What follows belongs to an exercise in optimizing a design on an open flow for small area, a short achievable clock period and few clock cycles per item; a production flow would make more cautious choices.
In this exercise RTL edits were held to simulation tests only and were not proved equivalent to the original.
Power figures rest on the tool's default switching activity, not on a simulated workload.

<file path="flow/flow/run.sh">
#!/bin/bash
# The standard layout (standard.sh: ORFS from synthesis to finish with the
# unchanged scripts, config.mk and SDC), with a larger setup slack margin for
# ORFS's timing repair so that it also works on paths that already meet 11 ns.
set -euo pipefail
bash standard.sh SETUP_SLACK_MARGIN=7.5 finish > flow_make.log 2>&1
</file>
<file path="flow/standard.sh">
#!/bin/bash
# synth_recipe.tcl (not shown) runs the flow's synth.tcl, then flattens the netlist and writes it again
# the make line also repeats each setting of config.mk as NAME=value (left out here)
make -C /OpenROAD-flow-scripts/flow DESIGN_CONFIG=/design/flow/config.mk WORK_HOME=/design/flow/orfs CLKGATE_MAP_FILE= SYNTH_SCRIPT=/design/flow/synth_recipe.tcl "${@:-finish}"
</file>
<file path="flow/config.mk">
export PLATFORM = sky130hd
export DESIGN_NAME = row_mean_std_dev
export DESIGN_NICKNAME = row_mean_std_dev
export VERILOG_FILES = /design/flow/design.v
export SDC_FILE = /design/flow/constraint.sdc
export NUM_CORES = 4
export LEC_CHECK = 0
export CAP_MARGIN = 20
export CORE_MARGIN = 2
export CORE_UTILIZATION = 40
export CTS_BUF_LIST = sky130_fd_sc_hd__clkbuf_4
export PLACE_DENSITY = 0.6
export SLEW_MARGIN = 20
</file>
<file path="flow/constraint.sdc">
create_clock -name core_clock -period 11.0 [get_ports {clk}]
set_input_delay 2.2000 -clock core_clock [delete_from_list [all_inputs] [get_ports {clk}]]
set_output_delay 2.2000 -clock core_clock [all_outputs]
set_load 0.01 [all_outputs]
</file>
<file path="flow/design.v">
`default_nettype none
module rmsd_sqacc (
  input  wire logic [15:0] x,
  input  wire logic [43:0] qs,
  input  wire logic [43:0] qc,
  output logic [43:0] ns,
  output logic [43:0] nc
);
  logic hs1, hc2, hs3, hc4, fs5, fc6, hs7, hc8, fs9, fc10, fs11, fc12;
  logic hs13, hc14, hs15, hc16, fs17, fc18, hs19, hc20, fs21, fc22, hs23, hc24;
  logic fs25, fc26, fs27, fc28, hs29, hc30, fs31, fc32, fs33, fc34, hs35, hc36;
  logic fs37, fc38, fs39, fc40, fs41, fc42, fs43, fc44, fs45, fc46, fs47, fc48;
  logic fs49, fc50, fs51, fc52, fs53, fc54, fs55, fc56, fs57, fc58, fs59, fc60;
  logic fs61, fc62, fs63, fc64, fs65, fc66, fs67, fc68, fs69, fc70, fs71, fc72;
  logic fs73, fc74, fs75, fc76, fs77, fc78, fs79, fc80, fs81, fc82, fs83, fc84;
  logic fs85, fc86, fs87, fc88, fs89, fc90, hs91, hc92, hs93, hc94, fs95, fc96;
  logic hs97, hc98, fs99, fc100, hs101, hc102, fs103, fc104, fs105, fc106, fs107, fc108;
  logic fs109, fc110, fs111, fc112, fs113, fc114, fs115, fc116, fs117, fc118, fs119, fc120;
  logic fs121, fc122, fs123, fc124, fs125, fc126, fs127, fc128, fs129, fc130, fs131, fc132;
  logic fs133, fc134, fs135, fc136, fs137, fc138, fs139, fc140, fs141, fc142, fs143, fc144;
  logic fs145, fc146, fs147, fc148, fs149, fc150, fs151, fc152, fs153, fc154, fs155, fc156;
  logic fs157, fc158, fs159, fc160, fs161, fc162, fs163, fc164, fs165, fc166, fs167, fc168;
  logic fs169, fc170, fs171, fc172, fs173, fc174, fs175, fc176, fs177, fc178, fs179, fc180;
  logic fs181, fc182, hs183, hc184, hs185, hc186, fs187, fc188, fs189, fc190, fs191, fc192;
  logic fs193, fc194, fs195, fc196, fs197, fc198, fs199, fc200, fs201, fc202, fs203, fc204;
  logic fs205, fc206, fs207, fc208, fs209, fc210, fs211, fc212, fs213, fc214, fs215, fc216;
  logic fs217, fc218, fs219, fc220, fs221, fc222, fs223, fc224, fs225, fc226, fs227, fc228;
  logic fs229, fc230, fs231, fc232, fs233, fc234, fs235, fc236, fs237, fc238, fs239, fc240;
  logic hs241, hc242, hs243, hc244, fs245, fc246, fs247, fc248, fs249, fc250, fs251, fc252;
  logic fs253, fc254, fs255, fc256, fs257, fc258, fs259, fc260, fs261, fc262, fs263, fc264;
  logic fs265, fc266, fs267, fc268, fs269, fc270, fs271, fc272, fs273, fc274, fs275, fc276;
  logic fs277, fc278, fs279, fc280, fs281, fc282, fs283, fc284, fs285, fc286, fs287, fc288;
  logic fs289, fc290, fs291, fc292, fs293, fc294, fs295, fc296, fs297, fc298, fs299, fc300;
  logic fs301, fc302, fs303, fc304, hs305, hc306, hs307, hc308, hs309, hc310, hs311, hc312;
  logic hs313, hc314, hs315, hc316, hs317, hc318, hs319, hc320, hs321, hc322, hs323, hc324;
  logic hs325, hc326, hs327, hc328;
  assign hs1 = (x[0] & x[13]) ^ (x[1] & x[12]);
  assign hc2 = (x[0] & x[13]) & (x[1] & x[12]);
  assign hs3 = (x[0] & x[14]) ^ (x[1] & x[13]);
  assign hc4 = (x[0] & x[14]) & (x[1] & x[13]);
  assign fs5 = (x[0] & x[15]) ^ (x[1] & x[14]) ^ (x[2] & x[13]);
  assign fc6 = ((x[0] & x[15]) & (x[1] & x[14])) | ((x[0] & x[15]) & (x[2] & x[13])) | ((x[1] & x[14]) & (x[2] & x[13]));
  assign hs7 = (x[3] & x[12]) ^ (x[4] & x[11]);
  assign hc8 = (x[3] & x[12]) & (x[4] & x[11]);
  assign fs9 = (x[1] & x[15]) ^ (x[2] & x[14]) ^ (x[3] & x[13]);
  assign fc10 = ((x[1] & x[15]) & (x[2] & x[14])) | ((x[1] & x[15]) & (x[3] & x[13])) | ((x[2] & x[14]) & (x[3] & x[13]));
  assign fs11 = (x[2] & x[15]) ^ (x[3] & x[14]) ^ (x[4] & x[13]);
  assign fc12 = ((x[2] & x[15]) & (x[3] & x[14])) | ((x[2] & x[15]) & (x[4] & x[13])) | ((x[3] & x[14]) & (x[4] & x[13]));
  assign hs13 = (x[0] & x[7]) ^ (x[1] & x[6]);
  assign hc14 = (x[0] & x[7]) & (x[1] & x[6]);
  assign hs15 = (x[0] & x[8]) ^ (x[1] & x[7]);
  assign hc16 = (x[0] & x[8]) & (x[1] & x[7]);
  assign fs17 = (x[0] & x[9]) ^ (x[1] & x[8]) ^ (x[2] & x[7]);
  assign fc18 = ((x[0] & x[9]) & (x[1] & x[8])) | ((x[0] & x[9]) & (x[2] & x[7])) | ((x[1] & x[8]) & (x[2] & x[7]));
  assign hs19 = (x[3] & x[6]) ^ (x[4] & x[5]);
  assign hc20 = (x[3] & x[6]) & (x[4] & x[5]);
  assign fs21 = (x[0] & x[10]) ^ (x[1] & x[9]) ^ (x[2] & x[8]);
  assign fc22 = ((x[0] & x[10]) & (x[1] & x[9])) | ((x[0] & x[10]) & (x[2] & x[8])) | ((x[1] & x[9]) & (x[2] & x[8]));
  assign hs23 = (x[3] & x[7]) ^ (x[4] & x[6]);
  assign hc24 = (x[3] & x[7]) & (x[4] & x[6]);
  assign fs25 = (x[0] & x[11]) ^ (x[1] & x[10]) ^ (x[2] & x[9]);
  assign fc26 = ((x[0] & x[11]) & (x[1] & x[10])) | ((x[0] & x[11]) & (x[2] & x[9])) | ((x[1] & x[10]) & (x[2] & x[9]));
  assign fs27 = (x[3] & x[8]) ^ (x[4] & x[7]) ^ (x[5] & x[6]);
  assign fc28 = ((x[3] & x[8]) & (x[4] & x[7])) | ((x[3] & x[8]) & (x[5] & x[6])) | ((x[4] & x[7]) & (x[5] & x[6]));
  assign hs29 = x[6] ^ qs[12];
  assign hc30 = x[6] & qs[12];
  assign fs31 = (x[0] & x[12]) ^ (x[1] & x[11]) ^ (x[2] & x[10]);
  assign fc32 = ((x[0] & x[12]) & (x[1] & x[11])) | ((x[0] & x[12]) & (x[2] & x[10])) | ((x[1] & x[11]) & (x[2] & x[10]));
  assign fs33 = (x[3] & x[9]) ^ (x[4] & x[8]) ^ (x[5] & x[7]);
  assign fc34 = ((x[3] & x[9]) & (x[4] & x[8])) | ((x[3] & x[9]) & (x[5] & x[7])) | ((x[4] & x[8]) & (x[5] & x[7]));
  assign hs35 = qs[13] ^ qc[13];
  assign hc36 = qs[13] & qc[13];
  assign fs37 = hs1 ^ (x[2] & x[11]) ^ (x[3] & x[10]);
  assign fc38 = (hs1 & (x[2] & x[11])) | (hs1 & (x[3] & x[10])) | ((x[2] & x[11]) & (x[3] & x[10]));
  assign fs39 = (x[4] & x[9]) ^ (x[5] & x[8]) ^ (x[6] & x[7]);
  assign fc40 = ((x[4] & x[9]) & (x[5] & x[8])) | ((x[4] & x[9]) & (x[6] & x[7])) | ((x[5] & x[8]) & (x[6] & x[7]));
  assign fs41 = x[7] ^ qs[14] ^ qc[14];
  assign fc42 = (x[7] & qs[14]) | (x[7] & qc[14]) | (qs[14] & qc[14]);
  assign fs43 = hc2 ^ hs3 ^ (x[2] & x[12]);
  assign fc44 = (hc2 & hs3) | (hc2 & (x[2] & x[12])) | (hs3 & (x[2] & x[12]));
  assign fs45 = (x[3] & x[11]) ^ (x[4] & x[10]) ^ (x[5] & x[9]);
  assign fc46 = ((x[3] & x[11]) & (x[4] & x[10])) | ((x[3] & x[11]) & (x[5] & x[9])) | ((x[4] & x[10]) & (x[5] & x[9]));
  assign fs47 = (x[6] & x[8]) ^ qs[15] ^ qc[15];
  assign fc48 = ((x[6] & x[8]) & qs[15]) | ((x[6] & x[8]) & qc[15]) | (qs[15] & qc[15]);
  assign fs49 = hc4 ^ fs5 ^ hs7;
  assign fc50 = (hc4 & fs5) | (hc4 & hs7) | (fs5 & hs7);
  assign fs51 = (x[5] & x[10]) ^ (x[6] & x[9]) ^ (x[7] & x[8]);
  assign fc52 = ((x[5] & x[10]) & (x[6] & x[9])) | ((x[5] & x[10]) & (x[7] & x[8])) | ((x[6] & x[9]) & (x[7] & x[8]));
  assign fs53 = x[8] ^ qs[16] ^ qc[16];
  assign fc54 = (x[8] & qs[16]) | (x[8] & qc[16]) | (qs[16] & qc[16]);
  assign fs55 = fc6 ^ hc8 ^ fs9;
  assign fc56 = (fc6 & hc8) | (fc6 & fs9) | (hc8 & fs9);
  assign fs57 = (x[4] & x[12]) ^ (x[5] & x[11]) ^ (x[6] & x[10]);
  assign fc58 = ((x[4] & x[12]) & (x[5] & x[11])) | ((x[4] & x[12]) & (x[6] & x[10])) | ((x[5] & x[11]) & (x[6] & x[10]));
  assign fs59 = (x[7] & x[9]) ^ qs[17] ^ qc[17];
  assign fc60 = ((x[7] & x[9]) & qs[17]) | ((x[7] & x[9]) & qc[17]) | (qs[17] & qc[17]);
  assign fs61 = fc10 ^ fs11 ^ (x[5] & x[12]);
  assign fc62 = (fc10 & fs11) | (fc10 & (x[5] & x[12])) | (fs11 & (x[5] & x[12]));
  assign fs63 = (x[6] & x[11]) ^ (x[7] & x[10]) ^ (x[8] & x[9]);
  assign fc64 = ((x[6] & x[11]) & (x[7] & x[10])) | ((x[6] & x[11]) & (x[8] & x[9])) | ((x[7] & x[10]) & (x[8] & x[9]));
  assign fs65 = x[9] ^ qs[18] ^ qc[18];
  assign fc66 = (x[9] & qs[18]) | (x[9] & qc[18]) | (qs[18] & qc[18]);
  assign fs67 = fc12 ^ (x[3] & x[15]) ^ (x[4] & x[14]);
  assign fc68 = (fc12 & (x[3] & x[15])) | (fc12 & (x[4] & x[14])) | ((x[3] & x[15]) & (x[4] & x[14]));
  assign fs69 = (x[5] & x[13]) ^ (x[6] & x[12]) ^ (x[7] & x[11]);
  assign fc70 = ((x[5] & x[13]) & (x[6] & x[12])) | ((x[5] & x[13]) & (x[7] & x[11])) | ((x[6] & x[12]) & (x[7] & x[11]));
  assign fs71 = (x[8] & x[10]) ^ qs[19] ^ qc[19];
  assign fc72 = ((x[8] & x[10]) & qs[19]) | ((x[8] & x[10]) & qc[19]) | (qs[19] & qc[19]);
  assign fs73 = (x[4] & x[15]) ^ (x[5] & x[14]) ^ (x[6] & x[13]);
  assign fc74 = ((x[4] & x[15]) & (x[5] & x[14])) | ((x[4] & x[15]) & (x[6] & x[13])) | ((x[5] & x[14]) & (x[6] & x[13]));
  assign fs75 = (x[7] & x[12]) ^ (x[8] & x[11]) ^ (x[9] & x[10]);
  assign fc76 = ((x[7] & x[12]) & (x[8] & x[11])) | ((x[7] & x[12]) & (x[9] & x[10])) | ((x[8] & x[11]) & (x[9] & x[10]));
  assign fs77 = x[10] ^ qs[20] ^ qc[20];
  assign fc78 = (x[10] & qs[20]) | (x[10] & qc[20]) | (qs[20] & qc[20]);
  assign fs79 = (x[5] & x[15]) ^ (x[6] & x[14]) ^ (x[7] & x[13]);
  assign fc80 = ((x[5] & x[15]) & (x[6] & x[14])) | ((x[5] & x[15]) & (x[7] & x[13])) | ((x[6] & x[14]) & (x[7] & x[13]));
  assign fs81 = (x[8] & x[12]) ^ (x[9] & x[11]) ^ qs[21];
  assign fc82 = ((x[8] & x[12]) & (x[9] & x[11])) | ((x[8] & x[12]) & qs[21]) | ((x[9] & x[11]) & qs[21]);
  assign fs83 = (x[6] & x[15]) ^ (x[7] & x[14]) ^ (x[8] & x[13]);
  assign fc84 = ((x[6] & x[15]) & (x[7] & x[14])) | ((x[6] & x[15]) & (x[8] & x[13])) | ((x[7] & x[14]) & (x[8] & x[13]));
  assign fs85 = (x[9] & x[12]) ^ (x[10] & x[11]) ^ x[11];
  assign fc86 = ((x[9] & x[12]) & (x[10] & x[11])) | ((x[9] & x[12]) & x[11]) | ((x[10] & x[11]) & x[11]);
  assign fs87 = (x[7] & x[15]) ^ (x[8] & x[14]) ^ (x[9] & x[13]);
  assign fc88 = ((x[7] & x[15]) & (x[8] & x[14])) | ((x[7] & x[15]) & (x[9] & x[13])) | ((x[8] & x[14]) & (x[9] & x[13]));
  assign fs89 = (x[8] & x[15]) ^ (x[9] & x[14]) ^ (x[10] & x[13]);
  assign fc90 = ((x[8] & x[15]) & (x[9] & x[14])) | ((x[8] & x[15]) & (x[10] & x[13])) | ((x[9] & x[14]) & (x[10] & x[13]));
  assign hs91 = (x[0] & x[3]) ^ (x[1] & x[2]);
  assign hc92 = (x[0] & x[3]) & (x[1] & x[2]);
  assign hs93 = (x[0] & x[4]) ^ (x[1] & x[3]);
  assign hc94 = (x[0] & x[4]) & (x[1] & x[3]);
  assign fs95 = (x[0] & x[5]) ^ (x[1] & x[4]) ^ (x[2] & x[3]);
  assign fc96 = ((x[0] & x[5]) & (x[1] & x[4])) | ((x[0] & x[5]) & (x[2] & x[3])) | ((x[1] & x[4]) & (x[2] & x[3]));
  assign hs97 = x[3] ^ qs[6];
  assign hc98 = x[3] & qs[6];
  assign fs99 = (x[0] & x[6]) ^ (x[1] & x[5]) ^ (x[2] & x[4]);
  assign fc100 = ((x[0] & x[6]) & (x[1] & x[5])) | ((x[0] & x[6]) & (x[2] & x[4])) | ((x[1] & x[5]) & (x[2] & x[4]));
  assign hs101 = qs[7] ^ qc[7];
  assign hc102 = qs[7] & qc[7];
  assign fs103 = hs13 ^ (x[2] & x[5]) ^ (x[3] & x[4]);
  assign fc104 = (hs13 & (x[2] & x[5])) | (hs13 & (x[3] & x[4])) | ((x[2] & x[5]) & (x[3] & x[4]));
  assign fs105 = x[4] ^ qs[8] ^ qc[8];
  assign fc106 = (x[4] & qs[8]) | (x[4] & qc[8]) | (qs[8] & qc[8]);
  assign fs107 = hc14 ^ hs15 ^ (x[2] & x[6]);
  assign fc108 = (hc14 & hs15) | (hc14 & (x[2] & x[6])) | (hs15 & (x[2] & x[6]));
  assign fs109 = (x[3] & x[5]) ^ qs[9] ^ qc[9];
  assign fc110 = ((x[3] & x[5]) & qs[9]) | ((x[3] & x[5]) & qc[9]) | (qs[9] & qc[9]);
  assign fs111 = hc16 ^ fs17 ^ hs19;
  assign fc112 = (hc16 & fs17) | (hc16 & hs19) | (fs17 & hs19);
  assign fs113 = x[5] ^ qs[10] ^ qc[10];
  assign fc114 = (x[5] & qs[10]) | (x[5] & qc[10]) | (qs[10] & qc[10]);
  assign fs115 = fc18 ^ hc20 ^ fs21;
  assign fc116 = (fc18 & hc20) | (fc18 & fs21) | (hc20 & fs21);
  assign fs117 = hs23 ^ qs[11] ^ qc[11];
  assign fc118 = (hs23 & qs[11]) | (hs23 & qc[11]) | (qs[11] & qc[11]);
  assign fs119 = fc22 ^ hc24 ^ fs25;
  assign fc120 = (fc22 & hc24) | (fc22 & fs25) | (hc24 & fs25);
  assign fs121 = fs27 ^ hs29 ^ qc[12];
  assign fc122 = (fs27 & hs29) | (fs27 & qc[12]) | (hs29 & qc[12]);
  assign fs123 = fc26 ^ fc28 ^ hc30;
  assign fc124 = (fc26 & fc28) | (fc26 & hc30) | (fc28 & hc30);
  assign fs125 = fs31 ^ fs33 ^ hs35;
  assign fc126 = (fs31 & fs33) | (fs31 & hs35) | (fs33 & hs35);
  assign fs127 = fc32 ^ fc34 ^ hc36;
  assign fc128 = (fc32 & fc34) | (fc32 & hc36) | (fc34 & hc36);
  assign fs129 = fs37 ^ fs39 ^ fs41;
  assign fc130 = (fs37 & fs39) | (fs37 & fs41) | (fs39 & fs41);
  assign fs131 = fc38 ^ fc40 ^ fc42;
  assign fc132 = (fc38 & fc40) | (fc38 & fc42) | (fc40 & fc42);
  assign fs133 = fs43 ^ fs45 ^ fs47;
  assign fc134 = (fs43 & fs45) | (fs43 & fs47) | (fs45 & fs47);
  assign fs135 = fc44 ^ fc46 ^ fc48;
  assign fc136 = (fc44 & fc46) | (fc44 & fc48) | (fc46 & fc48);
  assign fs137 = fs49 ^ fs51 ^ fs53;
  assign fc138 = (fs49 & fs51) | (fs49 & fs53) | (fs51 & fs53);
  assign fs139 = fc50 ^ fc52 ^ fc54;
  assign fc140 = (fc50 & fc52) | (fc50 & fc54) | (fc52 & fc54);
  assign fs141 = fs55 ^ fs57 ^ fs59;
  assign fc142 = (fs55 & fs57) | (fs55 & fs59) | (fs57 & fs59);
  assign fs143 = fc56 ^ fc58 ^ fc60;
  assign fc144 = (fc56 & fc58) | (fc56 & fc60) | (fc58 & fc60);
  assign fs145 = fs61 ^ fs63 ^ fs65;
  assign fc146 = (fs61 & fs63) | (fs61 & fs65) | (fs63 & fs65);
  assign fs147 = fc62 ^ fc64 ^ fc66;
  assign fc148 = (fc62 & fc64) | (fc62 & fc66) | (fc64 & fc66);
  assign fs149 = fs67 ^ fs69 ^ fs71;
  assign fc150 = (fs67 & fs69) | (fs67 & fs71) | (fs69 & fs71);
  assign fs151 = fc68 ^ fc70 ^ fc72;
  assign fc152 = (fc68 & fc70) | (fc68 & fc72) | (fc70 & fc72);
  assign fs153 = fs73 ^ fs75 ^ fs77;
  assign fc154 = (fs73 & fs75) | (fs73 & fs77) | (fs75 & fs77);
  assign fs155 = fc74 ^ fc76 ^ fc78;
  assign fc156 = (fc74 & fc76) | (fc74 & fc78) | (fc76 & fc78);
  assign fs157 = fs79 ^ fs81 ^ qc[21];
  assign fc158 = (fs79 & fs81) | (fs79 & qc[21]) | (fs81 & qc[21]);
  assign fs159 = fc80 ^ fc82 ^ fs83;
  assign fc160 = (fc80 & fc82) | (fc80 & fs83) | (fc82 & fs83);
  assign fs161 = fs85 ^ qs[22] ^ qc[22];
  assign fc162 = (fs85 & qs[22]) | (fs85 & qc[22]) | (qs[22] & qc[22]);
  assign fs163 = fc84 ^ fc86 ^ fs87;
  assign fc164 = (fc84 & fc86) | (fc84 & fs87) | (fc86 & fs87);
  assign fs165 = (x[10] & x[12]) ^ qs[23] ^ qc[23];
  assign fc166 = ((x[10] & x[12]) & qs[23]) | ((x[10] & x[12]) & qc[23]) | (qs[23] & qc[23]);
  assign fs167 = fc88 ^ fs89 ^ (x[11] & x[12]);
  assign fc168 = (fc88 & fs89) | (fc88 & (x[11] & x[12])) | (fs89 & (x[11] & x[12]));
  assign fs169 = x[12] ^ qs[24] ^ qc[24];
  assign fc170 = (x[12] & qs[24]) | (x[12] & qc[24]) | (qs[24] & qc[24]);
  assign fs171 = fc90 ^ (x[9] & x[15]) ^ (x[10] & x[14]);
  assign fc172 = (fc90 & (x[9] & x[15])) | (fc90 & (x[10] & x[14])) | ((x[9] & x[15]) & (x[10] & x[14]));
  assign fs173 = (x[11] & x[13]) ^ qs[25] ^ qc[25];
  assign fc174 = ((x[11] & x[13]) & qs[25]) | ((x[11] & x[13]) & qc[25]) | (qs[25] & qc[25]);
  assign fs175 = (x[10] & x[15]) ^ (x[11] & x[14]) ^ (x[12] & x[13]);
  assign fc176 = ((x[10] & x[15]) & (x[11] & x[14])) | ((x[10] & x[15]) & (x[12] & x[13])) | ((x[11] & x[14]) & (x[12] & x[13]));
  assign fs177 = x[13] ^ qs[26] ^ qc[26];
  assign fc178 = (x[13] & qs[26]) | (x[13] & qc[26]) | (qs[26] & qc[26]);
  assign fs179 = (x[11] & x[15]) ^ (x[12] & x[14]) ^ qs[27];
  assign fc180 = ((x[11] & x[15]) & (x[12] & x[14])) | ((x[11] & x[15]) & qs[27]) | ((x[12] & x[14]) & qs[27]);
  assign fs181 = (x[12] & x[15]) ^ (x[13] & x[14]) ^ x[14];
  assign fc182 = ((x[12] & x[15]) & (x[13] & x[14])) | ((x[12] & x[15]) & x[14]) | ((x[13] & x[14]) & x[14]);
  assign hs183 = (x[0] & x[1]) ^ x[1];
  assign hc184 = (x[0] & x[1]) & x[1];
  assign hs185 = (x[0] & x[2]) ^ qs[3];
  assign hc186 = (x[0] & x[2]) & qs[3];
  assign fs187 = hs91 ^ x[2] ^ qs[4];
  assign fc188 = (hs91 & x[2]) | (hs91 & qs[4]) | (x[2] & qs[4]);
  assign fs189 = hc92 ^ hs93 ^ qs[5];
  assign fc190 = (hc92 & hs93) | (hc92 & qs[5]) | (hs93 & qs[5]);
  assign fs191 = hc94 ^ fs95 ^ hs97;
  assign fc192 = (hc94 & fs95) | (hc94 & hs97) | (fs95 & hs97);
  assign fs193 = fc96 ^ hc98 ^ fs99;
  assign fc194 = (fc96 & hc98) | (fc96 & fs99) | (hc98 & fs99);
  assign fs195 = fc100 ^ hc102 ^ fs103;
  assign fc196 = (fc100 & hc102) | (fc100 & fs103) | (hc102 & fs103);
  assign fs197 = fc104 ^ fc106 ^ fs107;
  assign fc198 = (fc104 & fc106) | (fc104 & fs107) | (fc106 & fs107);
  assign fs199 = fc108 ^ fc110 ^ fs111;
  assign fc200 = (fc108 & fc110) | (fc108 & fs111) | (fc110 & fs111);
  assign fs201 = fc112 ^ fc114 ^ fs115;
  assign fc202 = (fc112 & fc114) | (fc112 & fs115) | (fc114 & fs115);
  assign fs203 = fc116 ^ fc118 ^ fs119;
  assign fc204 = (fc116 & fc118) | (fc116 & fs119) | (fc118 & fs119);
  assign fs205 = fc120 ^ fc122 ^ fs123;
  assign fc206 = (fc120 & fc122) | (fc120 & fs123) | (fc122 & fs123);
  assign fs207 = fc124 ^ fc126 ^ fs127;
  assign fc208 = (fc124 & fc126) | (fc124 & fs127) | (fc126 & fs127);
  assign fs209 = fc128 ^ fc130 ^ fs131;
  assign fc210 = (fc128 & fc130) | (fc128 & fs131) | (fc130 & fs131);
  assign fs211 = fc132 ^ fc134 ^ fs135;
  assign fc212 = (fc132 & fc134) | (fc132 & fs135) | (fc134 & fs135);
  assign fs213 = fc136 ^ fc138 ^ fs139;
  assign fc214 = (fc136 & fc138) | (fc136 & fs139) | (fc138 & fs139);
  assign fs215 = fc140 ^ fc142 ^ fs143;
  assign fc216 = (fc140 & fc142) | (fc140 & fs143) | (fc142 & fs143);
  assign fs217 = fc144 ^ fc146 ^ fs147;
  assign fc218 = (fc144 & fc146) | (fc144 & fs147) | (fc146 & fs147);
  assign fs219 = fc148 ^ fc150 ^ fs151;
  assign fc220 = (fc148 & fc150) | (fc148 & fs151) | (fc150 & fs151);
  assign fs221 = fc152 ^ fc154 ^ fs155;
  assign fc222 = (fc152 & fc154) | (fc152 & fs155) | (fc154 & fs155);
  assign fs223 = fc156 ^ fc158 ^ fs159;
  assign fc224 = (fc156 & fc158) | (fc156 & fs159) | (fc158 & fs159);
  assign fs225 = fc160 ^ fc162 ^ fs163;
  assign fc226 = (fc160 & fc162) | (fc160 & fs163) | (fc162 & fs163);
  assign fs227 = fc164 ^ fc166 ^ fs167;
  assign fc228 = (fc164 & fc166) | (fc164 & fs167) | (fc166 & fs167);
  assign fs229 = fc168 ^ fc170 ^ fs171;
  assign fc230 = (fc168 & fc170) | (fc168 & fs171) | (fc170 & fs171);
  assign fs231 = fc172 ^ fc174 ^ fs175;
  assign fc232 = (fc172 & fc174) | (fc172 & fs175) | (fc174 & fs175);
  assign fs233 = fc176 ^ fc178 ^ fs179;
  assign fc234 = (fc176 & fc178) | (fc176 & fs179) | (fc178 & fs179);
  assign fs235 = fc180 ^ fs181 ^ qs[28];
  assign fc236 = (fc180 & fs181) | (fc180 & qs[28]) | (fs181 & qs[28]);
  assign fs237 = fc182 ^ (x[13] & x[15]) ^ qs[29];
  assign fc238 = (fc182 & (x[13] & x[15])) | (fc182 & qs[29]) | ((x[13] & x[15]) & qs[29]);
  assign fs239 = (x[14] & x[15]) ^ x[15] ^ qs[30];
  assign fc240 = ((x[14] & x[15]) & x[15]) | ((x[14] & x[15]) & qs[30]) | (x[15] & qs[30]);
  assign hs241 = x[0] ^ qs[0];
  assign hc242 = x[0] & qs[0];
  assign hs243 = qs[1] ^ qc[1];
  assign hc244 = qs[1] & qc[1];
  assign fs245 = hs183 ^ qs[2] ^ qc[2];
  assign fc246 = (hs183 & qs[2]) | (hs183 & qc[2]) | (qs[2] & qc[2]);
  assign fs247 = hc184 ^ hs185 ^ qc[3];
  assign fc248 = (hc184 & hs185) | (hc184 & qc[3]) | (hs185 & qc[3]);
  assign fs249 = hc186 ^ fs187 ^ qc[4];
  assign fc250 = (hc186 & fs187) | (hc186 & qc[4]) | (fs187 & qc[4]);
  assign fs251 = fc188 ^ fs189 ^ qc[5];
  assign fc252 = (fc188 & fs189) | (fc188 & qc[5]) | (fs189 & qc[5]);
  assign fs253 = fc190 ^ fs191 ^ qc[6];
  assign fc254 = (fc190 & fs191) | (fc190 & qc[6]) | (fs191 & qc[6]);
  assign fs255 = fc192 ^ fs193 ^ hs101;
  assign fc256 = (fc192 & fs193) | (fc192 & hs101) | (fs193 & hs101);
  assign fs257 = fc194 ^ fs195 ^ fs105;
  assign fc258 = (fc194 & fs195) | (fc194 & fs105) | (fs195 & fs105);
  assign fs259 = fc196 ^ fs197 ^ fs109;
  assign fc260 = (fc196 & fs197) | (fc196 & fs109) | (fs197 & fs109);
  assign fs261 = fc198 ^ fs199 ^ fs113;
  assign fc262 = (fc198 & fs199) | (fc198 & fs113) | (fs199 & fs113);
  assign fs263 = fc200 ^ fs201 ^ fs117;
  assign fc264 = (fc200 & fs201) | (fc200 & fs117) | (fs201 & fs117);
  assign fs265 = fc202 ^ fs203 ^ fs121;
  assign fc266 = (fc202 & fs203) | (fc202 & fs121) | (fs203 & fs121);
  assign fs267 = fc204 ^ fs205 ^ fs125;
  assign fc268 = (fc204 & fs205) | (fc204 & fs125) | (fs205 & fs125);
  assign fs269 = fc206 ^ fs207 ^ fs129;
  assign fc270 = (fc206 & fs207) | (fc206 & fs129) | (fs207 & fs129);
  assign fs271 = fc208 ^ fs209 ^ fs133;
  assign fc272 = (fc208 & fs209) | (fc208 & fs133) | (fs209 & fs133);
  assign fs273 = fc210 ^ fs211 ^ fs137;
  assign fc274 = (fc210 & fs211) | (fc210 & fs137) | (fs211 & fs137);
  assign fs275 = fc212 ^ fs213 ^ fs141;
  assign fc276 = (fc212 & fs213) | (fc212 & fs141) | (fs213 & fs141);
  assign fs277 = fc214 ^ fs215 ^ fs145;
  assign fc278 = (fc214 & fs215) | (fc214 & fs145) | (fs215 & fs145);
  assign fs279 = fc216 ^ fs217 ^ fs149;
  assign fc280 = (fc216 & fs217) | (fc216 & fs149) | (fs217 & fs149);
  assign fs281 = fc218 ^ fs219 ^ fs153;
  assign fc282 = (fc218 & fs219) | (fc218 & fs153) | (fs219 & fs153);
  assign fs283 = fc220 ^ fs221 ^ fs157;
  assign fc284 = (fc220 & fs221) | (fc220 & fs157) | (fs221 & fs157);
  assign fs285 = fc222 ^ fs223 ^ fs161;
  assign fc286 = (fc222 & fs223) | (fc222 & fs161) | (fs223 & fs161);
  assign fs287 = fc224 ^ fs225 ^ fs165;
  assign fc288 = (fc224 & fs225) | (fc224 & fs165) | (fs225 & fs165);
  assign fs289 = fc226 ^ fs227 ^ fs169;
  assign fc290 = (fc226 & fs227) | (fc226 & fs169) | (fs227 & fs169);
  assign fs291 = fc228 ^ fs229 ^ fs173;
  assign fc292 = (fc228 & fs229) | (fc228 & fs173) | (fs229 & fs173);
  assign fs293 = fc230 ^ fs231 ^ fs177;
  assign fc294 = (fc230 & fs231) | (fc230 & fs177) | (fs231 & fs177);
  assign fs295 = fc232 ^ fs233 ^ qc[27];
  assign fc296 = (fc232 & fs233) | (fc232 & qc[27]) | (fs233 & qc[27]);
  assign fs297 = fc234 ^ fs235 ^ qc[28];
  assign fc298 = (fc234 & fs235) | (fc234 & qc[28]) | (fs235 & qc[28]);
  assign fs299 = fc236 ^ fs237 ^ qc[29];
  assign fc300 = (fc236 & fs237) | (fc236 & qc[29]) | (fs237 & qc[29]);
  assign fs301 = fc238 ^ fs239 ^ qc[30];
  assign fc302 = (fc238 & fs239) | (fc238 & qc[30]) | (fs239 & qc[30]);
  assign fs303 = fc240 ^ qs[31] ^ qc[31];
  assign fc304 = (fc240 & qs[31]) | (fc240 & qc[31]) | (qs[31] & qc[31]);
  assign hs305 = qs[32] ^ qc[32];
  assign hc306 = qs[32] & qc[32];
  assign hs307 = qs[33] ^ qc[33];
  assign hc308 = qs[33] & qc[33];
  assign hs309 = qs[34] ^ qc[34];
  assign hc310 = qs[34] & qc[34];
  assign hs311 = qs[35] ^ qc[35];
  assign hc312 = qs[35] & qc[35];
  assign hs313 = qs[36] ^ qc[36];
  assign hc314 = qs[36] & qc[36];
  assign hs315 = qs[37] ^ qc[37];
  assign hc316 = qs[37] & qc[37];
  assign hs317 = qs[38] ^ qc[38];
  assign hc318 = qs[38] & qc[38];
  assign hs319 = qs[39] ^ qc[39];
  assign hc320 = qs[39] & qc[39];
  assign hs321 = qs[40] ^ qc[40];
  assign hc322 = qs[40] & qc[40];
  assign hs323 = qs[41] ^ qc[41];
  assign hc324 = qs[41] & qc[41];
  assign hs325 = qs[42] ^ qc[42];
  assign hc326 = qs[42] & qc[42];
  assign hs327 = qs[43] ^ qc[43];
  assign hc328 = qs[43] & qc[43];
  assign ns = {hc326, hc324, hc322, hc320, hc318, hc316, hc314, hc312, hc310, hc308, hc306, fc304, fc302, fc300, fc298, fc296, fc294, fc292, fc290, fc288, fc286, fc284, fc282, fc280, fc278, fc276, fc274, fc272, fc270, fc268, fc266, fc264, fc262, fc260, fc258, fc256, fc254, fc252, fc250, fc248, fc246, hc244, hc242, hs241};
  assign nc = {hs327, hs325, hs323, hs321, hs319, hs317, hs315, hs313, hs311, hs309, hs307, hs305, fs303, fs301, fs299, fs297, fs295, fs293, fs291, fs289, fs287, fs285, fs283, fs281, fs279, fs277, fs275, fs273, fs271, fs269, fs267, fs265, fs263, fs261, fs259, fs257, fs255, fs253, fs251, fs249, fs247, fs245, hs243, qc[0]};
endmodule
`default_nettype wire
`default_nettype none
module row_mean_std_dev (
  input  wire logic        clk,
  input  wire logic        rst_n,
  input  wire logic        cfg_valid,
  output logic             cfg_ready,
  input  wire logic [12:0] cfg_row_length,
  input  wire logic        in_valid,
  output logic             in_stall,
  input  wire logic [15:0] in_sample,
  output logic             out_valid,
  input  wire logic        out_stall,
  output logic [31:0]      out_row_mean,
  output logic [30:0]      out_row_std_dev
);
  localparam logic [1:0] A_IDLE = 2'd0, A_WAIT = 2'd1, A_RUN = 2'd2, A_DONE = 2'd3;
  localparam logic [1:0] B_IDLE = 2'd0, B_RUN = 2'd1, B_OUT = 2'd2;
  logic rst;
  logic rst_q;
  assign rst = !rst_n;
  assign cfg_ready = 1'b1;
  logic [12:0] len_r, len_nxt;    
  logic [12:0] np_r, np_nxt;      
  logic        ends_r, ends_nxt;  
  logic        stall_r, stall_nxt;
  logic [1:0]  a_st_r, a_st_nxt;
  logic [1:0]  b_st_r, b_st_nxt;
  logic [4:0]  a_k_r;
  logic [5:0]  b_k_r;
  logic        accept;
  logic        row_end;
  logic        b_take;
  logic        cs_r;              
  logic        e1_r;              
  assign in_stall = stall_r;
  assign accept   = in_valid && !stall_r;
  assign row_end  = accept && ends_r;
  assign b_take   = (a_st_r == A_DONE) &&
                    ((b_st_r == B_IDLE) || (b_st_r == B_OUT && !out_stall));
  logic [12:0] np_inc;
  logic        e_keep, e_inc, e_one;
  logic        a_free_nxt;
  assign np_inc = np_r + 13'd1;
  assign e_keep = (np_r >= len_r) || (len_r[12] && np_r[12]);
  assign e_inc  = (np_inc >= len_r) || (len_r[12] && np_inc[12]);
  assign e_one  = (len_r <= 13'd1);
  always_comb begin
    len_nxt  = cfg_valid ? cfg_row_length : len_r;
    np_nxt   = accept ? (ends_r ? 13'd1 : np_inc) : np_r;
    ends_nxt = accept ? (ends_r ? e_one : e_inc) : e_keep;
    a_st_nxt = a_st_r;
    case (a_st_r)
      A_IDLE: if (row_end) a_st_nxt = A_WAIT;
      A_WAIT: if (cs_r) a_st_nxt = A_RUN;
      A_RUN:  if (a_k_r == 5'd28) a_st_nxt = A_DONE;
      default: if (b_take) a_st_nxt = row_end ? A_WAIT : A_IDLE;
    endcase
    b_st_nxt = b_st_r;
    case (b_st_r)
      B_IDLE: if (b_take) b_st_nxt = B_RUN;
      B_RUN:  if (b_k_r == 6'd43) b_st_nxt = B_OUT;
      B_OUT:  if (!out_stall) b_st_nxt = b_take ? B_RUN : B_IDLE;
      default: b_st_nxt = B_IDLE;
    endcase
    a_free_nxt = (a_st_nxt == A_IDLE) || (a_st_nxt == A_DONE && b_st_nxt == B_IDLE);
    stall_nxt = cfg_valid || (ends_nxt && !a_free_nxt);
    if (rst_q) begin
      len_nxt   = cfg_valid ? cfg_row_length : 13'd1024;
      np_nxt    = 13'd1;
      ends_nxt  = 1'b0;
    end
    if (rst) begin
      stall_nxt = 1'b1;
      a_st_nxt  = A_IDLE;
      b_st_nxt  = B_IDLE;
    end
  end
  always_ff @(posedge clk) begin
    len_r   <= len_nxt;
    np_r    <= np_nxt;
    ends_r  <= ends_nxt;
    stall_r <= stall_nxt;
    rst_q   <= rst;
    a_st_r  <= a_st_nxt;
    b_st_r  <= b_st_nxt;
  end
  logic [15:0] x_r;       
  logic [27:0] s_acc_r;
  logic [43:0] qs_r, qc_r;   
  logic [43:0] ns, nc;
  rmsd_sqacc u_sq (
    .x  (x_r),
    .qs (cs_r ? 44'd0 : qs_r),
    .qc (cs_r ? 44'd0 : qc_r),
    .ns (ns),
    .nc (nc)
  );
  always_ff @(posedge clk) begin
    x_r     <= accept ? in_sample : 16'd0;
    s_acc_r <= (cs_r ? 28'd0 : s_acc_r) + {12'd0, x_r};
    qs_r    <= ns;
    qc_r    <= nc;
    e1_r    <= row_end;
    cs_r    <= rst_q || e1_r;
  end
  logic [12:0] a_n_r;
  logic [27:0] a_s_r;
  logic [43:0] a_q_r;
  logic [53:0] a_as_r, a_ac_r;
  logic        a_bs_r;    
  logic        a_bn_r;    
  logic [53:0] a_x1, a_x2, a_y, a_z;
  logic [53:0] a_s1, a_c1, a_c1s, a_s2, a_c2;
  logic [53:0] a_fin;
  logic [53:0] numer;
  assign a_x1  = {a_as_r[52:0], 1'b0};
  assign a_x2  = {a_ac_r[52:0], 1'b0};
  assign a_y   = a_bn_r ? {10'd0, a_q_r} : 54'd0;
  assign a_z   = a_bs_r ? ~{26'd0, a_s_r} : 54'd0;
  assign a_s1  = a_x1 ^ a_x2 ^ a_y;
  assign a_c1  = (a_x1 & a_x2) | (a_x1 & a_y) | (a_x2 & a_y);
  assign a_c1s = {a_c1[52:0], 1'b0};
  assign a_s2  = a_s1 ^ a_c1s ^ a_z;
  assign a_c2  = (a_s1 & a_c1s) | (a_s1 & a_z) | (a_c1s & a_z);
  assign a_fin = a_as_r + a_ac_r;
  assign numer = a_as_r;
  logic f_ge;
  assign f_ge = (numer[53:52] != 2'd0);
  always_ff @(posedge clk) begin
    if (a_st_r == A_IDLE || b_take) a_n_r <= np_r;
    if (a_st_r == A_WAIT) begin
      a_s_r   <= s_acc_r;
      a_q_r   <= qs_r + qc_r;
      a_as_r  <= 54'd0;
      a_ac_r  <= 54'd0;
      a_k_r   <= 5'd0;
      a_bs_r  <= s_acc_r[27];
      a_bn_r  <= 1'b0;
    end else if (a_st_r == A_RUN) begin
      if (a_k_r == 5'd28) begin
        a_as_r <= a_fin;
      end else begin
        a_as_r <= a_s2;
        a_ac_r <= {a_c2[52:0], a_bs_r};
      end
      a_k_r   <= a_k_r + 5'd1;
      a_bs_r  <= (a_k_r < 5'd27) && a_s_r[5'd26 - a_k_r];
      a_bn_r  <= (a_k_r >= 5'd14) && (a_k_r < 5'd27) && a_n_r[4'(5'd26 - a_k_r)];
    end
  end
  logic [12:0] b_n_r;
  logic [11:0] b_rm_r;    
  logic [31:0] b_mq_r;    
  logic [53:0] b_rad_r;   
  logic [43:0] b_rem_r;   
  logic [42:0] b_root_r;
  logic [11:0] b_rs_r;    
  logic [30:0] b_sq_r;    
  logic [45:0] r_sh;
  logic [45:0] r_diff;
  logic        r_ge;
  logic [12:0] m_sh;
  logic [13:0] m_diff;
  logic        m_ge;
  logic [12:0] d_sh;
  logic [13:0] d_diff;
  logic        d_ge;
  assign r_sh    = {b_rem_r, b_rad_r[53:52]};
  assign r_diff  = r_sh - {1'b0, b_root_r, 2'b01};
  assign r_ge    = !r_diff[45];
  assign m_sh    = {b_rm_r, b_mq_r[31]};
  assign m_diff  = {1'b0, m_sh} - {1'b0, b_n_r};
  assign m_ge    = !m_diff[13];
  assign d_sh    = {b_rs_r, b_root_r[0]};
  assign d_diff  = {1'b0, d_sh} - {1'b0, b_n_r};
  assign d_ge    = !d_diff[13];
  always_ff @(posedge clk) begin
    if (b_take) begin
      b_k_r    <= 6'd1;
      b_n_r    <= a_n_r;
      b_rm_r   <= a_s_r[27:16];
      b_mq_r   <= {a_s_r[15:0], 16'd0};
      b_rad_r  <= {numer[51:0], 2'b00};
      b_rem_r  <= {42'd0, numer[53:52] - {1'b0, f_ge}};
      b_root_r <= {42'd0, f_ge};
      b_rs_r   <= 12'd0;
    end else begin
      b_k_r    <= b_k_r + 6'd1;
      b_rad_r  <= {b_rad_r[51:0], 2'b00};
      b_rem_r  <= r_ge ? r_diff[43:0] : r_sh[43:0];
      b_root_r <= {b_root_r[41:0], r_ge};
      b_rs_r   <= d_ge ? d_diff[11:0] : d_sh[11:0];
      if (b_st_r == B_RUN) begin
        b_sq_r <= {b_sq_r[29:0], d_ge};
        if (b_k_r < 6'd33) begin
          b_rm_r <= m_ge ? m_diff[11:0] : m_sh[11:0];
          b_mq_r <= {b_mq_r[30:0], m_ge};
        end
      end
    end
  end
  assign out_valid       = b_st_r[1];
  assign out_row_mean    = b_mq_r;
  assign out_row_std_dev = b_sq_r;
endmodule
`default_nettype wire
</file>
==> results of run 1 <==
[state kept, by name, indices dropped and copies added, names as in the netlist, 16 cells and up]
signal,cells
a_q_r,44
a_ac_r,54
s_acc_r,28
b_mq_r,32
a_s_r,28
b_rad_r,52
x_r,16
qc_r,43
a_as_r,54
qs_r,44
b_root_r,43
b_rem_r,44
b_sq_r,31
[kinds of logic (layout without fill, tap and decap cells)]
| logic type | after synthesis | count (layout) | share of synthesized area |
|---|---|---|---|
| and+or+nand+nor | 1381 | 1382 | 0.1713 |
| AOI/OAI and AO/OA | 741 | 741 | 0.1323 |
| DFF | 611 | 611 | 0.3714 |
| adders and majority gates | 491 | 491 | 0.2116 |
| buffers and inverters | 455 | 848 | 0.04939 |
| xor gates and xnor gates | 171 | 171 | 0.03989 |
| muxes | 76 | 76 | 0.02400 |
| other | 1 | 6 | 0.00009989 |
[stage by stage]
| step | total power [uW] | hold slack (ns) | instances |
|---|---|---|---|
| after floorplan | 6271 | 0.3881 | 3927 |
| after global placement | 6891 | 0.4009 | 5136 |
| after detailed placement | 6932 | 0.4068 | 5136 |
| after CTS | 9487 | 0.3682 | 5510 |
| after global routing | 10320 | 0.4058 | 5580 |
| final | 9545 | 0.3817 | 5580 |
[worst min-delay path, cell delays in order (launching register included)]
cell and delay (ns):
dfxtp_1 0.31, nand2_1 0.05, nand2_1 0.04
[power breakdown]
| group | internal (uW) | leakage (uW) | switching (uW) |
|---|---|---|---|
| registers | 2710 | 0.00521 | 388 |
| clock network | 1200 | 0.00136 | 1030 |
| logic | 1980 | 0.0125 | 2240 |
[path summary, 6_finish.rpt]
check        slack [ns]                to  cells past startpoint       start
min                0.38        b_rad_r[8]                      2  b_rad_r[6]
min reg2reg        0.38        b_rad_r[8]                      2  b_rad_r[6]
max reg2reg        7.62         a_q_r[32]                     11     qs_r[2]
max                7.13  out_row_mean[18]                      1  b_mq_r[18]
[final cells by class]
cell class | instances | area (um2) | share of cell area
Tap cell | 1254 | 1569 | 0.03625
Timing Repair Buffer | 247 | 2072 | 0.04787
Clock buffer | 252 | 1892 | 0.04371
Inverter | 286 | 1089 | 0.02515
Antenna cell | 5 | 12.51 | 0.0002891
Sequential cell | 611 | 14010 | 0.3238
Clock inverter | 63 | 436.7 | 0.01009
Multi-Input combinational cell | 2862 | 22200 | 0.5129
[cell usage after synthesis, types with 26 or more instances]
cell type  instances  area, um2
inv_1            285       1070
edfxtp_1         171       5135
and3_1            26      162.7
nand2b_1          26      162.7
nand4_1           33      206.5
ha_1             251       3141
xnor2_1          117       1025
fa_1             240       4805
a211oi_1          31      232.7
mux2i_1           63      630.6
a21oi_1          222       1111
dfxtp_1          440       8808
o21ai_0          125      625.6
nor3_1            33      165.2
a21o_1            79      593.1
nor2_1           334       1254
a31oi_1           27      168.9
a311oi_1          44      385.4
nand3_1           58      290.3
clkbuf_1         139      521.8
and2_1           164       1026
nor2b_1          120      750.7
xor2_1            54      473.0
nand2_1          529       1986
[repair_timing]
action / in CTS / in global routing
setup endpoints to repair: 177 / 172
resized for setup: 348 / 90
pin swaps: 15 / 38
hold buffers: 0 / 0
buffers inserted: 57 / 63
gates cloned: 2 / 2
endpoints found under the hold margin: 0 / 0
[layer usage]
metal  wire [um]  part of all wire  GRT usage
met1       43210              0.47     0.2620
met2       41460              0.45     0.3050
met3        4455             0.049    0.03828
met4        2532             0.028    0.07145
met5           0                 0          0
==> qor.yml, run 1 <==
finish:
  layout-drive-gt1-share: 0.1474
  fin_area_um2: 43280
  nets: 4703
  layout_common_cells: "nand2_1 (527), dfxtp_1 (402), nor2_1 (333)"
  nFillCells: 8927
  final_common_cell: "nand2_1"
  areaGrowthSynthToFinish_pct: 15.29
  utilization: 0.4645
global_routing:
  antenna_found_initial: 2
  grtUsageTotal: 0.1931
  grt_pass1_vias: 28050
  grt_pass1_wl_mm: 148.2
  grt_max_degree: 85
  grt.overflow.total: 0
setup_path:
  end_kind: "primary output"
  worstPathRequired_ns: 8.80
  criticalPathCategory: "flop to primary output"
  slowest_stage: "edfxtp_1"
  critical-path-top-delay-family: "flip-flops"
  cp-start-kind: "flop"
  path_buf_inv: 1
  crit_chain: "buf_2"
  critPathArrivalTime_ns: 1.67
  path_max_fanout: 2
  crit_path_max_incr_delay_ns: 0.43
outcome:
  outcome: "finished clean"
clock_tree:
  clk_latency_ns: 1.09
  root_buffer: "clkbuf_4"
  cts_sinks: 611
  cts_tree: "built"
  numCtsBuffers: 170
  cts.path.max_buffers: 3
  path_clk_slew_ns: 0.07
  cts_max_level: 4
place:
  dpl_worst_slack_ns: 6.103
  place_congestion: 0.8661
  io_buffers: 98
  place_area_um2: 39590
  hpwl_mm: 63.37
timing:
  tns_ns: 0
  slew_headroom: 0.3744
  rsz0062_at_grt: "true"
  tightest_slew_ns: 0.9384
  min_period_ns: 3.874
  final-setup-viol-count: 0
  fmax_ghz: 0.2582
  hold_violations: 0
  setup_ws_ns: 7.127
  period_share: 0.3521
  finClkSkew_ns: 0.08168
  slew_viol_final: 0
floorplanning:
  die_w_um: 310.4
  die_area_um2: 96320
  num_rows: 112
  die_y_um: 310.4
  core_um2: 93190
  start_util: 0.4029
  design.portCount: 100
hold_path:
  hold_path.class: "flop to flop"
power:
  ir_drop_mv: 0.1615
  p_leak_uw: 0.01909
  power.density_nw_per_um2: 220.5
yosys:
  synthArstFlopShare: 0
  syn_avg_cell_area_um2: 9.560
  ys_ff_latch: 611
  synth_cell_types: 93
  synthesis.nets: 4452
  netlist_area_um2: 37540
  syn_inst: 3927
  synth-edff-count: 171
  ys_warn_count: 1
  ys_seq_area_frac: 0.3714
  ys.flop_type: "dfxtp_1"
drt:
  drt_iter0_markers: 1632
  drt_wl_total_mm: 91.66
  drc: 0
  dr.pass1.iters: 7
  antenna_left: 0
  viasPerCell: 5.050
  wl_per_cell_um: 16.43
  vias: 28181
flow_run:
  cap_violations: 0
Testbench counts, summed over its fixed seeds: cycles 75,298, rows 640.
==> inputs of run 2 (changes only) <==
--- a/flow/config.mk
+++ b/flow/config.mk
@@ -8,6 +8,5 @@
 export CAP_MARGIN = 20
 export CORE_MARGIN = 2
 export CORE_UTILIZATION = 40
-export CTS_BUF_LIST = sky130_fd_sc_hd__clkbuf_4
 export PLACE_DENSITY = 0.6
 export SLEW_MARGIN = 20
==> run 2 against run 1 <==
Net effect:
- non-clock buffer count fell by 27
- critical path depth did not move
- sequential power barely moved
- critical path type unchanged
==> qor.yml, run 2 <==
clock_tree:
  cts.path.max_buffers: 3  # unchanged
  cts_max_level: 3  # -1
  path_clk_slew_ns: 0.06  # about the same
  cts_sinks: 611  # unchanged
  cts_tree: "built"
  root_buffer: "clkbuf_16"
  clk_latency_ns: 0.63  # -0.46 ns
  numCtsBuffers: 73  # -57%
setup_path:
  reg2reg_slack_ns: 7.55  # -0.07 ns
  slowest_stage: "dfxtp_1"
  end_kind: "primary output"
  crit_path_max_incr_delay_ns: 0.36  # -0.07 ns
  worst-path-stages: 1  # unchanged
  cp-start-kind: "flop"
  worstReg2RegEnd: "b_rem_r[6]"
  critPathArrivalTime_ns: 1.28  # -0.39 ns
  crit_chain: "dlygate4sd2_1"
  rr_worst_depth: 15  # +4
  critical-path-top-delay-family: "flip-flops"
  path_max_fanout: 3  # +1
  crit_start: "b_st_r[1]"
  path_buf_inv: 1  # unchanged
  worstPathRequired_ns: 8.80  # about the same
  r2r_start: "b_root_r[5]"
  worstSetupEndpoint: "out_valid"
  criticalPathCategory: "flop to primary output"
timing:
  worst_hold_slack_ns: 0.4084  # +0.02666 ns
  slew_viol_final: 0  # unchanged
  min_period_ns: 3.475  # -0.3982 ns
  finClkSkew_ns: 0.03453  # -0.04715 ns
  tns_ns: 0  # unchanged
  rsz0062_at_grt: "true"
  hold_violations: 0  # unchanged
  tightest_slew_ns: 0.9344  # -0.004059 ns
  fmax_ghz: 0.2877  # +11%
  slew_headroom: 0.3771  # +0.002706
  period_share: 0.3159  # -0.03620
  final-setup-viol-count: 0  # unchanged
global_routing:
  grt_pass1_vias: 27244  # -2.9%
  grt_pass1_wl_mm: 147.5  # -0.47%
  antenna_found_initial: 0  # -2
  grt_max_degree: 85  # unchanged
  grt.overflow.total: 0  # unchanged
  grtUsageTotal: 0.1907  # -0.002402
floorplanning:
  die_y_um: 310.4  # unchanged
  design.portCount: 100  # unchanged
  start_util: 0.4029  # unchanged
  num_rows: 112  # unchanged
  die_w_um: 310.4  # unchanged
  core_um2: 93190  # unchanged
  die_area_um2: 96320  # unchanged
yosys:
  synthTopCellsByArea: "dfxtp_1 (23%), edfxtp_1 (14%), fa_1 (13%)"
  ys_ff_latch: 611  # unchanged
  syn_avg_cell_area_um2: 9.560  # unchanged
  netlist_area_um2: 37540  # unchanged
  yosysTopAreaCellShare: 0.2346  # unchanged
  synth-edff-count: 171  # unchanged
  synthesis.nets: 4452  # unchanged
  synth_cell_types: 93  # unchanged
  yosysMostFrequentCell: "nand2_1"
  yosys-top-cells-count: "nand2_1 (529), dfxtp_1 (440), nor2_1 (334), inv_1 (285), ha_1 (251)"
  ys_seq_area_frac: 0.3714  # unchanged
  synthArstFlopShare: 0  # unchanged
  synth_area_leader_cell: "dfxtp_1"
  ys_warn_count: 1  # unchanged
  ys.flop_type: "dfxtp_1"
  syn_inst: 3927  # unchanged
drt:
  drt_iter0_markers: 1719  # +5.3%
  antenna_left: 0  # unchanged
  vias: 27597  # -2.1%
  drt_wl_total_mm: 90.94  # -0.78%
  wl_per_cell_um: 16.93  # +3.1%
  dr.pass1.iters: 5  # -2
  drc: 0  # unchanged
  viasPerCell: 5.139  # +1.8%
power:
  ir_drop_mv: 0.1696  # +5.0%
  p_leak_uw: 0.01884  # -1.3%
  power.density_nw_per_um2: 227.4  # +3.1%
finish:
  fin_area_um2: 43290  # about the same
  top_regs: "a_ac_r (54), a_as_r (54), b_rad_r (52)"
  utilization: 0.4645  # about the same
  diodes: 0  # -5
  final_cells: 5370  # -3.8%
  layout-drive-gt1-share: 0.1074  # -0.04003
  nFillCells: 8820  # -1.2%
  nets: 4581  # -2.6%
  final_common_cell: "nand2_1"
  layout_common_cells: "nand2_1 (522), dfxtp_1 (415), nor2_1 (333)"
  areaGrowthSynthToFinish_pct: 15.31  # about the same
place:
  place_area_um2: 39590  # unchanged
  hpwl_mm: 63.37  # unchanged
  place_congestion: 0.8661  # unchanged
  place_inst: 5136  # unchanged
  io_buffers: 98  # unchanged
hold_path:
  hold_path.class: "flop to flop"
outcome:
  outcome: "finished clean"
flow_run:
  cap_violations: 0  # unchanged
==> run 2: cell count changes in the layout (fill, tap and decap cells not counted), sizes merged <==
cell	before	now
buf	212	152
bufbuf	1	0
dlygate4sd2	0	3
diode	5	0
clkinvlp	2	3
clkdlybuf4s50	32	31
dlymetal6s2s	1	0
clkdlybuf4s15	0	11
clkinv	53	21
clkbuf	253	118
inv	288	298
==> run 2: cells by family (layout without fill, tap and decap cells) <==
family | after synthesis | in the layout | share of synthesized area
muxes | 76 | 76 | 0.02400
adders and majority gates | 491 | 491 | 0.2116
AOI/OAI and AO/OA | 741 | 741 | 0.1323
and+or+nand+nor | 1381 | 1382 | 0.1713
buffers and inverters | 455 | 643 | 0.04939
xor gates and xnor gates | 171 | 171 | 0.03989
other | 1 | 1 | 0.00009989
DFF | 611 | 611 | 0.3714
==> run 2: through the flow <==
stage	total power [uW]	setup slack, ns
4_1_cts	9541	7.405
3_5_place_dp	6932	6.103
2_1_floorplan	6271	7.310
3_3_place_gp	6891	6.119
6_report	9846	7.525
5_1_grt	10560	7.451
==> run 2: report_power, final <==
part	switching, uW	internal, uW
Clock	1030	1470
Sequential	388	2710
Combinational	2250	2000
==> run 2: cell type report <==
| class | count | area, um2 | area share |
|---|---|---|---|
| multi-input cells | 2862 | 22260 | 0.5142 |
| flip-flops and latches | 611 | 13990 | 0.3232 |
| clock buffers | 95 | 2042 | 0.04717 |
| repair buffers | 220 | 1889 | 0.04364 |
| well taps | 1254 | 1569 | 0.03624 |
| inverters | 286 | 1092 | 0.02523 |
| clock inverters | 40 | 430.4 | 0.009942 |
| repair inverters | 2 | 17.52 | 0.0004046 |
==> run 2: metal layers <==
metal,GRT usage,up-vias,part of all wire
met1,0.2695,13366,0.48
li1,-,13617,-
met5,0,-,0
met2,0.3074,472,0.46
met3,0.02602,142,0.039
met4,0.04887,0,0.025
==> run 2: what timing repair did <==
item	in CTS	in global routing
setup buffers	44	48
hold buffers	0	0
gates resized for setup	236	145
cloned	6	1
endpoints found under the setup margin	312	183
pin swaps	15	30
endpoints found under the hold margin	0	0
==> run 2: worst min-delay path by stage <==
stage	to	from	slack, ns	cells after the start
6_report	b_rad_r[15]	b_rad_r[13]	0.41	2
4_1_cts	b_rad_r[15]	b_rad_r[13]	0.41	2
2_1_floorplan	b_k_r[0]	b_k_r[0]	0.39	1
5_1_grt	a_s_r[4]	s_acc_r[4]	0.43	0
3_5_place_dp	a_s_r[0]	s_acc_r[0]	0.41	0
3_3_place_gp	b_k_r[0]	b_k_r[0]	0.40	1
==> inputs of run 3 (changes only) <==
--- a/flow/config.mk
+++ b/flow/config.mk
@@ -7,6 +7,6 @@
 export LEC_CHECK = 0
 export CAP_MARGIN = 20
 export CORE_MARGIN = 2
-export CORE_UTILIZATION = 40
-export PLACE_DENSITY = 0.6
+export CORE_UTILIZATION = 55
+export PLACE_DENSITY = 0.75
 export SLEW_MARGIN = 20
==> run 3 against run 2 <==
Net effect:
- highest routed layer unchanged
- sequential cell count unchanged
- critical path depth unchanged
- clock skew decreased by 0.0022 ns
- routed wire length shrank 3.9%
==> qor.yml, run 3 <==
yosys:
  syn_inst: 3927  # unchanged
  yosys-top-cells-count: "nand2_1 (529), dfxtp_1 (440), nor2_1 (334), inv_1 (285), ha_1 (251)"
  synthTopCellsByArea: "dfxtp_1 (23%), edfxtp_1 (14%), fa_1 (13%)"
  syn_avg_cell_area_um2: 9.560  # unchanged
  synth-edff-count: 171  # unchanged
  synth_area_leader_cell: "dfxtp_1"
  synth_cell_types: 93  # unchanged
  ys_seq_area_frac: 0.3714  # unchanged
  synthArstFlopShare: 0  # unchanged
  ys.flop_type: "dfxtp_1"
  ys_ff_latch: 611  # unchanged
  netlist_area_um2: 37540  # unchanged
  yosysTopAreaCellShare: 0.2346  # unchanged
  yosysMostFrequentCell: "nand2_1"
  ys_warn_count: 1  # unchanged
  synthesis.nets: 4452  # unchanged
drt:
  antenna_left: 0  # unchanged
  drt_wl_total_mm: 87.43  # -3.9%
  vias: 28142  # +2.0%
  wl_per_cell_um: 17.61  # +4.0%
  viasPerCell: 5.667  # +10%
  drc: 0  # unchanged
  dr.pass1.iters: 7  # +2
  drt_iter0_markers: 2023  # +18%
clock_tree:
  cts_sinks: 611  # unchanged
  cts_max_level: 3  # unchanged
  numCtsBuffers: 70  # -4.1%
  clk_latency_ns: 0.63  # about the same
  path_clk_slew_ns: 0.06  # about the same
  cts_tree: "built"
  hold_buffers: 0  # unchanged
  cts.path.max_buffers: 3  # unchanged
  root_buffer: "clkbuf_16"
timing:
  fmax_ghz: 0.2872  # -0.18%
  period_share: 0.3165  # +0.0005864
  rsz0062_at_grt: "true"
  min_period_ns: 3.482  # +0.006450 ns
  worst_hold_slack_ns: 0.4143  # +0.005882 ns
  hold_violations: 0  # unchanged
  slew_headroom: 0.3966  # +0.01948
  tns_ns: 0  # unchanged
  final-setup-viol-count: 0  # unchanged
  slew_viol_final: 0  # unchanged
  tightest_slew_ns: 0.9039  # -0.03046 ns
  finClkSkew_ns: 0.03238  # -0.002156 ns
place:
  hpwl_mm: 59.80  # -5.6%
  io_buffers: 98  # unchanged
  place_congestion: 0.8949  # +3.3%
  place_area_um2: 39060  # -1.3%
power:
  combPwrFrac: 0.441  # +0.010
  ir_drop_mv: 0.1860  # +9.7%
  seqPwrFrac: 0.316  # about the same
  clkPwrFrac: 0.244  # -0.010
  total_power_uw: 9839  # about the same
  p_switching_uw: 3650  # -0.43%
  p_leak_uw: 0.01864  # -1.1%
  power.density_nw_per_um2: 230.8  # +1.5%
  cellInternalPower_uw: 6188  # +0.13%
  swShare: 0.3710  # -0.001290
floorplanning:
  die_y_um: 265.3  # -15%
  start_util: 0.5570  # +0.1542
  die_w_um: 265.3  # -15%
  core_um2: 67400  # -28%
  design.portCount: 100  # unchanged
  die_area_um2: 70370  # -27%
  num_rows: 95  # -15%
finish:
  layout_common_cells: "nand2_1 (526), dfxtp_1 (418), nor2_1 (334)"
  fin_area_um2: 42620  # -1.5%
  top_regs: "a_ac_r (54), a_as_r (54), b_rad_r (52)"
  multi_input_area_um2: 22210  # -0.25%
  utilization: 0.6324  # +0.1679
  final_common_cell: "nand2_1"
  register_area_um2: 13990  # about the same
  nets: 4561  # -0.44%
  nFillCells: 5352  # -39%
  diodes: 0  # unchanged
  layout-drive-gt1-share: 0.09406  # -0.01332
  areaGrowthSynthToFinish_pct: 13.53
setup_path:
  path_max_fanout: 2  # -1
  r2r_start: "cs_r"
  slowest_stage: "edfxtp_1"
  crit_path_max_incr_delay_ns: 0.41  # +0.05 ns
  critical-path-top-delay-family: "flip-flops"
  worstPathRequired_ns: 8.80  # about the same
  end_kind: "primary output"
  crit_chain: "clkdlybuf4s15_2"
  rr_worst_depth: 16  # +1
  reg2reg_slack_ns: 7.53  # -0.02 ns
  cp-start-kind: "flop"
  critPathArrivalTime_ns: 1.28  # about the same
  path_buf_inv: 1  # unchanged
  worstReg2RegEnd: "s_acc_r[22]"
  criticalPathCategory: "flop to primary output"
global_routing:
  grt_max_degree: 78  # -8.2%
  grt_pass1_vias: 27840  # +2.2%
  grtUsageTotal: 0.2488  # +0.05810
  antenna_found_initial: 0  # unchanged
  grt.overflow.total: 0  # unchanged
  grt_pass1_wl_mm: 143.1  # -3.0%
hold_path:
  hold_path.class: "flop to flop"
  whs_path_depth: 2  # unchanged
  hold-path-endpoint: "b_rad_r[10]"
  hp-start: "b_rad_r[8]"
flow_run:
  cap_violations: 0  # unchanged
outcome:
  outcome: "finished clean"
## run 3: cells by family (layout without fill, tap and decap cells)
| group | count (synthesis) | in the layout | synth area share |
|---|---|---|---|
| xor+xnor | 171 | 171 | 0.03989 |
| mux | 76 | 76 | 0.02400 |
| buf+inv | 455 | 620 | 0.04939 |
| flops | 611 | 611 | 0.3714 |
| simple gates | 1381 | 1382 | 0.1713 |
| other cells | 1 | 1 | 0.00009989 |
| compound gates | 741 | 741 | 0.1323 |
| fa+ha+maj | 491 | 491 | 0.2116 |
## run 3: metrics by stage
| step | setup slack (ns) | cells |
|---|---|---|
| after floorplan | 7.310 | 3927 |
| after global placement | 6.242 | 4748 |
| after detailed placement | 6.238 | 4748 |
| after CTS | 7.495 | 4929 |
| after global routing | 7.350 | 4966 |
| final | 7.518 | 4966 |
## run 3: power by group through the flow
stage,clock (uW),sequential (uW),combinational (uW)
after detailed placement,0,3130,3780
after global routing,2510,3160,4850
after global placement,0,3130,3700
after CTS,2420,3090,4090
after floorplan,0,3000,3280
final,2400,3100,4340
## run 3: final cells by class
cell class                      instances  area share
Sequential cell                       611      0.3282
Clock buffer                           99     0.04674
Timing Repair Buffer                  202     0.04301
Inverter                              286     0.02575
Multi-Input combinational cell       2862      0.5210
Timing Repair inverter                  3   0.0006752
Clock inverter                         30    0.009012
Tap cell                              873     0.02563
## run 3: worst max-delay path by stage
stage | from | endpoint | slack (ns) | cells after the start
floorplan | in_valid | stall_r | 7.31 | 9
global placement | out_stall | stall_r | 6.24 | 8
detailed placement | out_stall | stall_r | 6.24 | 8
CTS | b_root_r[6] | b_rem_r[27] | 7.49 | 15
global route | cs_r | s_acc_r[22] | 7.35 | 16
finish | b_mq_r[24] | out_row_mean[24] | 7.52 | 1
## run 3: repair_timing
action                                  4_1_cts  5_1_grt
resized for setup                           207      100
buffers inserted                             46       35
gates cloned                                  6        1
endpoints found under the hold margin         0        0
endpoints found under the setup margin      283      140
pin swaps                                    21       36
## run 3: routing by layer
layer	GRT usage	up-vias	wire length (um)
met5	0	-	0
met4	0.08948	0	3002
met3	0.04342	194	5108
met2	0.3987	747	40550
met1	0.3400	13621	38770
li1	-	13580	-
## run 3: tightest hold or removal path, delay by kind of cell, from the launching register on
| family | cells | cell delay (ns) |
|---|---|---|
| simple gates | 2 | 0.10 |
| flops | 1 | 0.30 |

-- afterwards: timing with drivers on the ports --
The results above use ideal ports. As a check the final layouts listed here were re-extracted and re-timed, cells and wires unchanged. Step 1 sets driving cells, clkbuf_16 on the clock port and buf_2 on the other inputs (assumed; they add their load-dependent delay and slew). Step 2 times the ports against the registers' clock, not the clock port: input delays grow and output delays shrink by t, the midpoint of the rising clock arrivals with the driver on. a / b / c = ideal ports / drivers / drivers and shift; a / b = the first two.
run	t (ns)	setup WS [ns]	cell pins on the clock port's net
run 1	1.107	7.126 / 7.065 / 6.495	1
run 2	0.685	7.525 / 7.456 / 6.872	1
run 3	0.677	7.518 / 7.456 / 6.932	1
After both steps every run listed still meets setup and hold. The setup slack of run 2, which loses most, moves by -0.069 ns with the drivers and by -0.653 ns with both steps.
